What follows belongs to an exercise in optimizing a design on an open flow for small area, a short achievable clock period and few clock cycles per item; a production flow would make more cautious choices. The RTL was checked by simulation tests, not by an equivalence proof against the original design.

==> job 4556: inputs <==
## sha256_byte_stream_hasher_unit
module sha256_byte_stream_hasher_unit (
	input  logic        clk,
	input  logic        arst_n,
	input  logic        in_valid,
	output logic        in_ready,
	input  logic [7:0]  data_byte,
	input  logic        byte_valid,
	input  logic        last_byte,
	output logic        out_valid,
	input  logic        out_ready,
	output logic [31:0] digest_word,
	output logic [2:0]  word_index,
	output logic        last_word
);
	logic       ir_load, stg_shift, len_inc, len_clr, load, load_iv, round, stall;
	logic       ring_en, fold_act, fold_iv;
	logic [1:0] byte_sel, fold_k;
	logic [2:0] len_byte;
	logic [5:0] kidx;
	sbh_ctrl u_ctrl (
		.clk        (clk),
		.arst_n     (arst_n),
		.in_valid   (in_valid),
		.in_ready   (in_ready),
		.byte_valid (byte_valid),
		.last_byte  (last_byte),
		.out_valid  (out_valid),
		.out_ready  (out_ready),
		.word_index (word_index),
		.last_word  (last_word),
		.ir_load    (ir_load),
		.stg_shift  (stg_shift),
		.byte_sel   (byte_sel),
		.len_byte   (len_byte),
		.len_inc    (len_inc),
		.len_clr    (len_clr),
		.load       (load),
		.load_iv    (load_iv),
		.round      (round),
		.stall      (stall),
		.ring_en    (ring_en),
		.fold_act   (fold_act),
		.fold_iv    (fold_iv),
		.fold_k     (fold_k),
		.kidx       (kidx)
	);
	sbh_dp u_dp (
		.clk         (clk),
		.arst_n      (arst_n),
		.data_byte   (data_byte),
		.ir_load     (ir_load),
		.stg_shift   (stg_shift),
		.byte_sel    (byte_sel),
		.len_byte    (len_byte),
		.len_inc     (len_inc),
		.len_clr     (len_clr),
  ...
clock: 11.0 ns
lec_check: 0
cap_margin: 20
core_margin: 2
core_utilization: 55
setup_slack_margin: 5
slew_margin: 20
run.sh (not shown) runs the stock make flow with config.mk's settings and CLKGATE_MAP_FILE= SYNTH_SCRIPT=/design/flow/synth_recipe.tcl, a recipe that flattens the netlist after the stock synthesis.
==> job 2511: changes against job 4556 <==
--- a/flow/design.v
+++ b/flow/design.v
@@ -123,33 +123,37 @@
 	output logic       load_iv,      
 	output logic       round,        
 	output logic       stall,        
 	output logic       ring_en,      
 	output logic       fold_act,     
 	output logic       fold_iv,      
 	output logic [1:0] fold_k,       
-	output logic [5:0] kidx          
+	output logic [5:0] kidx,         
+	output logic       ld_or_st,     
+	output logic       dout_ld,      
+	output logic       dout_nx,      
+	output logic [2:0] dout_idx      
 );
 	logic       ir_v, ir_bv, ir_last;
 	logic [5:0] sfill;
 	logic       sfull, spad, spad_first, sfinal, stg_first, stg_last;
 	sbh_pkg::est_t est;
 	logic [5:0] cnt;                  
 	logic       cur_first, cur_last, ring_rot;
 	logic [1:0] p2;
 	logic [3:0] scnt;
-	logic       ov_q;
+	logic       ov_q, lw_q;
 	logic [2:0] idx_q;
 	logic       in_ready_q, shift_q, lsel_q, inc_q, clr_q, load_q, ldiv_q;
-	logic       round_q, stall_q, ring_q, fact_q, fiv_q, acc_q, padsh_q;
+	logic       round_q, stall_q, ring_q, fact_q, fiv_q, acc_q, padsh_q, ls_q;
 	logic [1:0] bsel_q, fk_q;
 	assign in_ready   = in_ready_q;
 	assign out_valid  = ov_q;
 	assign word_index = idx_q;
-	assign last_word  = (idx_q == 3'd7);
+	assign last_word  = lw_q;
 	assign ir_load    = in_valid && in_ready_q;
 	assign stg_shift = shift_q;
 	assign byte_sel  = bsel_q;
 	assign len_byte  = sfill[2:0];
 	assign len_inc   = inc_q;
 	assign len_clr   = clr_q;
 	assign load      = load_q;
@@ -157,14 +161,18 @@
 	assign round     = round_q;
 	assign stall     = stall_q;
 	assign ring_en   = ring_q;
 	assign fold_act  = fact_q;
 	assign fold_iv   = fiv_q;
 	assign fold_k    = fk_q;
 	assign kidx      = cnt_d;
+	assign ld_or_st  = ls_q;
+	assign dout_ld   = fold_last;
+	assign dout_nx   = ov_q && out_ready;
+	assign dout_idx  = idx_q + 3'd1;
 	logic       ir_v_d, ir_bv_d, ir_last_d;
 	logic [5:0] sfill_d;
 	logic       sfull_d, spad_d, spad_first_d, sfinal_d, stg_first_d, stg_last_d;
 	sbh_pkg::est_t est_d;
 	logic [5:0] cnt_d;
 	logic       cur_first_d, cur_last_d, ring_rot_d;
 	logic [1:0] p2_d;
@@ -271,15 +279,17 @@
 			cnt        <= '0;
 			cur_first  <= 1'b0;
 			cur_last   <= 1'b0;
 			ring_rot   <= 1'b0;
 			p2         <= '0;
 			scnt       <= '0;
 			ov_q       <= 1'b0;
+			lw_q       <= 1'b0;
 			idx_q      <= '0;
+			ls_q       <= 1'b0;
 			in_ready_q <= 1'b1;
 			acc_q      <= 1'b0;
 			padsh_q    <= 1'b0;
 			shift_q    <= 1'b0;
 			bsel_q     <= '0;
 			inc_q      <= 1'b0;
 			clr_q      <= 1'b0;
@@ -306,15 +316,17 @@
 			cnt        <= cnt_d;
 			cur_first  <= cur_first_d;
 			cur_last   <= cur_last_d;
 			ring_rot   <= ring_rot_d;
 			p2         <= p2_d;
 			scnt       <= scnt_d;
 			ov_q       <= ov_d;
+			lw_q       <= (idx_d == 3'd7);
 			idx_q      <= idx_d;
+			ls_q       <= stall_n || (sfull_d && ((est_d == E_FOLD) || (est_d == E_IDLE && (!ring_rot_d || p2_d == 2'd3))));
 			in_ready_q <= !ir_v_d || (!sfull_d && !spad_d);
 			acc_q      <= acc_n;
 			padsh_q    <= padsh_n;
 			shift_q    <= (acc_n && ir_bv_d) || padsh_n;
 			bsel_q     <= bsel_n;
 			inc_q      <= acc_n && ir_bv_d;
 			clr_q      <= padsh_n && !spad_first_d && sfinal_d && (sfill_d == 6'd63);
@@ -345,15 +357,18 @@
 	input  logic        round,
 	input  logic        stall,
 	input  logic        ring_en,
 	input  logic        fold_act,
 	input  logic        fold_iv,
 	input  logic [1:0]  fold_k,
 	input  logic [5:0]  kidx,
-	input  logic [2:0]  word_index,
+	input  logic        ld_or_st,
+	input  logic        dout_ld,
+	input  logic        dout_nx,
+	input  logic [2:0]  dout_idx,
 	output logic [31:0] digest_word
 );
 	logic [7:0]   ir_byte;
 	logic [511:0] stg;             
 	logic [511:0] win;             
 	logic [60:0]  len;             
 	logic [31:0]  p;               
@@ -411,41 +426,65 @@
 			la[3] <= la[2];
 			le[0] <= add_e;
 			le[1] <= le[0];
 			le[2] <= le[1];
 			le[3] <= le[2];
 		end
 	end
-	assign digest_word = word_index[2] ? le[word_index[1:0]] : la[word_index[1:0]];
-	logic [31:0] s1, ch, s0, mj, a_new, e_new;
-	assign s1    = sbh_pkg::big1(we);
-	assign ch    = (we & wf) ^ (~we & wg);
+	logic [31:0] dout;
+	always_ff @(posedge clk) begin
+		if (dout_ld)
+			dout <= add_a;
+		else if (dout_nx)
+			dout <= dout_idx[2] ? le[dout_idx[1:0]] : la[dout_idx[1:0]];
+	end
+	assign digest_word = dout;
+	logic [31:0] s1, ch, s0, mj, a_new, e_new, s1_q, ch_q;
+	assign s1    = s1_q;
+	assign ch    = ch_q;
 	assign s0    = sbh_pkg::big0(wa);
 	assign mj    = (wa & wb) ^ (wa & wc) ^ (wb & wc);
-	assign a_new = p + s1 + ch + s0 + mj;
-	assign e_new = wd + p + s1 + ch;
+	logic [31:0] as1, ac1, as2, ac2, as3, ac3, es2, ec2;
+	assign as1   = p ^ ch ^ s1;
+	assign ac1   = {(p[30:0] & ch[30:0]) | (p[30:0] & s1[30:0]) | (ch[30:0] & s1[30:0]), 1'b0};
+	assign as2   = as1 ^ ac1 ^ s0;
+	assign ac2   = {(as1[30:0] & ac1[30:0]) | (as1[30:0] & s0[30:0]) | (ac1[30:0] & s0[30:0]), 1'b0};
+	assign as3   = as2 ^ ac2 ^ mj;
+	assign ac3   = {(as2[30:0] & ac2[30:0]) | (as2[30:0] & mj[30:0]) | (ac2[30:0] & mj[30:0]), 1'b0};
+	assign a_new = as3 + ac3;
+	assign es2   = as1 ^ ac1 ^ wd;
+	assign ec2   = {(as1[30:0] & ac1[30:0]) | (as1[30:0] & wd[30:0]) | (ac1[30:0] & wd[30:0]), 1'b0};
+	assign e_new = es2 + ec2;
 	logic [31:0] ld_a, ld_b, ld_c, ld_d, ld_e, ld_f, ld_g, ld_h;
 	assign ld_a = load_iv ? sbh_pkg::init_h(3'd0) : add_a;
 	assign ld_b = load_iv ? sbh_pkg::init_h(3'd1) : la[0];
 	assign ld_c = load_iv ? sbh_pkg::init_h(3'd2) : la[1];
 	assign ld_d = load_iv ? sbh_pkg::init_h(3'd3) : la[2];
 	assign ld_e = load_iv ? sbh_pkg::init_h(3'd4) : add_e;
 	assign ld_f = load_iv ? sbh_pkg::init_h(3'd5) : le[0];
 	assign ld_g = load_iv ? sbh_pkg::init_h(3'd6) : le[1];
 	assign ld_h = load_iv ? sbh_pkg::init_h(3'd7) : le[2];
+	logic [31:0] a_alt, e_alt;
+	assign a_alt = stall ? wh : ld_a;
+	assign e_alt = stall ? wd : ld_e;
+	logic [31:0] e_d, f_d, g_d;
+	assign e_d = ld_or_st ? e_alt : e_new;
+	assign f_d = load ? ld_f : we;
+	assign g_d = load ? ld_g : wf;
 	always_ff @(posedge clk) begin
-		if (load) begin
-			wa <= ld_a; wb <= ld_b; wc <= ld_c; wd <= ld_d;
-			we <= ld_e; wf <= ld_f; wg <= ld_g; wh <= ld_h;
+		if (load) begin wb <= ld_b; wc <= ld_c; wd <= ld_d;
+			wf <= ld_f; wg <= ld_g; wh <= ld_h;
 		end else begin
-			wa <= stall ? wh : a_new;
 			wb <= wa; wc <= wb; wd <= wc;
-			we <= stall ? wd : e_new;
 			wf <= we; wg <= wf; wh <= wg;
 		end
+		wa <= ld_or_st ? a_alt : a_new;
+		we   <= e_d;
+		s1_q <= sbh_pkg::big1(e_d);
+		ch_q <= (e_d & f_d) ^ (~e_d & g_d);
 	end
 	logic [31:0] pa, pc;
 	assign pa = load ? ld_h : wg;
 	assign pc = load ? stg[511:480] : x1;
 	always_ff @(posedge clk) begin
 		kq <= sbh_pkg::round_k(kidx);
 		if (load || round) p <= pa + kq + pc;
@@ -463,15 +502,16 @@
 	output logic        out_valid,
 	input  logic        out_ready,
 	output logic [31:0] digest_word,
 	output logic [2:0]  word_index,
 	output logic        last_word
 );
 	logic       ir_load, stg_shift, len_inc, len_clr, load, load_iv, round, stall;
-	logic       ring_en, fold_act, fold_iv;
+	logic       ring_en, fold_act, fold_iv, ld_or_st, dout_ld, dout_nx;
+	logic [2:0] dout_idx;
 	logic [1:0] byte_sel, fold_k;
 	logic [2:0] len_byte;
 	logic [5:0] kidx;
 	sbh_ctrl u_ctrl (
 		.clk        (clk),
 		.arst_n     (arst_n),
 		.in_valid   (in_valid),
@@ -492,15 +532,19 @@
 		.load_iv    (load_iv),
 		.round      (round),
 		.stall      (stall),
 		.ring_en    (ring_en),
 		.fold_act   (fold_act),
 		.fold_iv    (fold_iv),
 		.fold_k     (fold_k),
-		.kidx       (kidx)
+		.kidx       (kidx),
+		.ld_or_st   (ld_or_st),
+		.dout_ld    (dout_ld),
+		.dout_nx    (dout_nx),
+		.dout_idx   (dout_idx)
 	);
 	sbh_dp u_dp (
 		.clk         (clk),
 		.arst_n      (arst_n),
 		.data_byte   (data_byte),
 		.ir_load     (ir_load),
 		.stg_shift   (stg_shift),
@@ -513,11 +557,14 @@
 		.round       (round),
 		.stall       (stall),
 		.ring_en     (ring_en),
 		.fold_act    (fold_act),
 		.fold_iv     (fold_iv),
 		.fold_k      (fold_k),
 		.kidx        (kidx),
-		.word_index  (word_index),
+		.ld_or_st    (ld_or_st),
+		.dout_ld     (dout_ld),
+		.dout_nx     (dout_nx),
+		.dout_idx    (dout_idx),
 		.digest_word (digest_word)
 	);
 endmodule
==> flow/flow/run.sh (new file) <==
#!/bin/bash
# Standard layout (the standard.sh, unchanged synthesis), with timing repair aiming
# for extra setup slack beyond the 11 ns constraint.
set -uo pipefail
bash standard.sh SETUP_SLACK_MARGIN=6.6 finish > standard.log 2>&1
==> flow/standard.sh (new file) <==
#!/bin/bash
# synth_recipe.tcl (not shown) runs the flow's synth.tcl, then flattens the netlist and writes it again
# the make line also repeats each setting of config.mk as NAME=value (left out here)
make -C /OpenROAD-flow-scripts/flow DESIGN_CONFIG=/design/flow/config.mk WORK_HOME=/design/flow/orfs CLKGATE_MAP_FILE= SYNTH_SCRIPT=/design/flow/synth_recipe.tcl "${@:-finish}"
- CORE_UTILIZATION: 55 -> 62
- CTS_BUF_LIST: default -> sky130_fd_sc_hd__clkbuf_8
- CTS_CLUSTER_DIAMETER: default -> 80
- CTS_CLUSTER_SIZE: default -> 12
removed: flow/run.sh
==> comparison <==
Against job 2511, the global-route usage of job 4556 is lower by 5.0 points. In job 4556 the core utilization is lower than in job 2511, by 7.3 points. Between job 4556 and job 2511, the lower first-iteration DRC count is in job 4556 (gap 21%, measured against job 2511). Of job 2511 and job 4556, job 4556 has the higher final cell count (gap 1.1%, measured against job 4556). Of job 4556 and job 2511, job 4556 has the higher clock skew (gap 0.0019 ns). Of job 4556 and job 2511, job 2511 has the higher register-to-register slack (gap 1.3 ns). Synthesized area: job 4556 is smaller than job 2511 (1.9%).
Testbench counts of job 4556, summed over its fixed seeds: cycles 39,202, bytes 30,063.
Testbench counts of job 2511, summed over its fixed seeds: cycles 39,202, bytes 30,063.

separate check: timing with driven ports:
In the flow no input, the clock included, has a driving cell. The finished layouts below were timed again as built, in two steps.
Step 1, drivers: a clkbuf_16 drives clk and a buf_2 each remaining input, both assumed.
Step 2 moves the port delays by t, midway between the first and last clock arrival at a register: inputs arrive t later, outputs are due t later. That takes back most of the time a late clock gives input paths.
Three values: no drivers, after step 1, after step 2; two values: the first two.
| run | shift t [ns] | setup slack, ns | worst setup path after step 2 | worst slew at a driven data input, ns |
|---|---|---|---|---|
| job 4556 | 0.898 | 5.065 / 4.977 / 5.155 | register to register | 0.05 |
| job 2511 | 0.991 | 6.409 / 6.409 / 6.409 | register to register | 0.06 |
After both steps setup and hold are still met in every run listed.
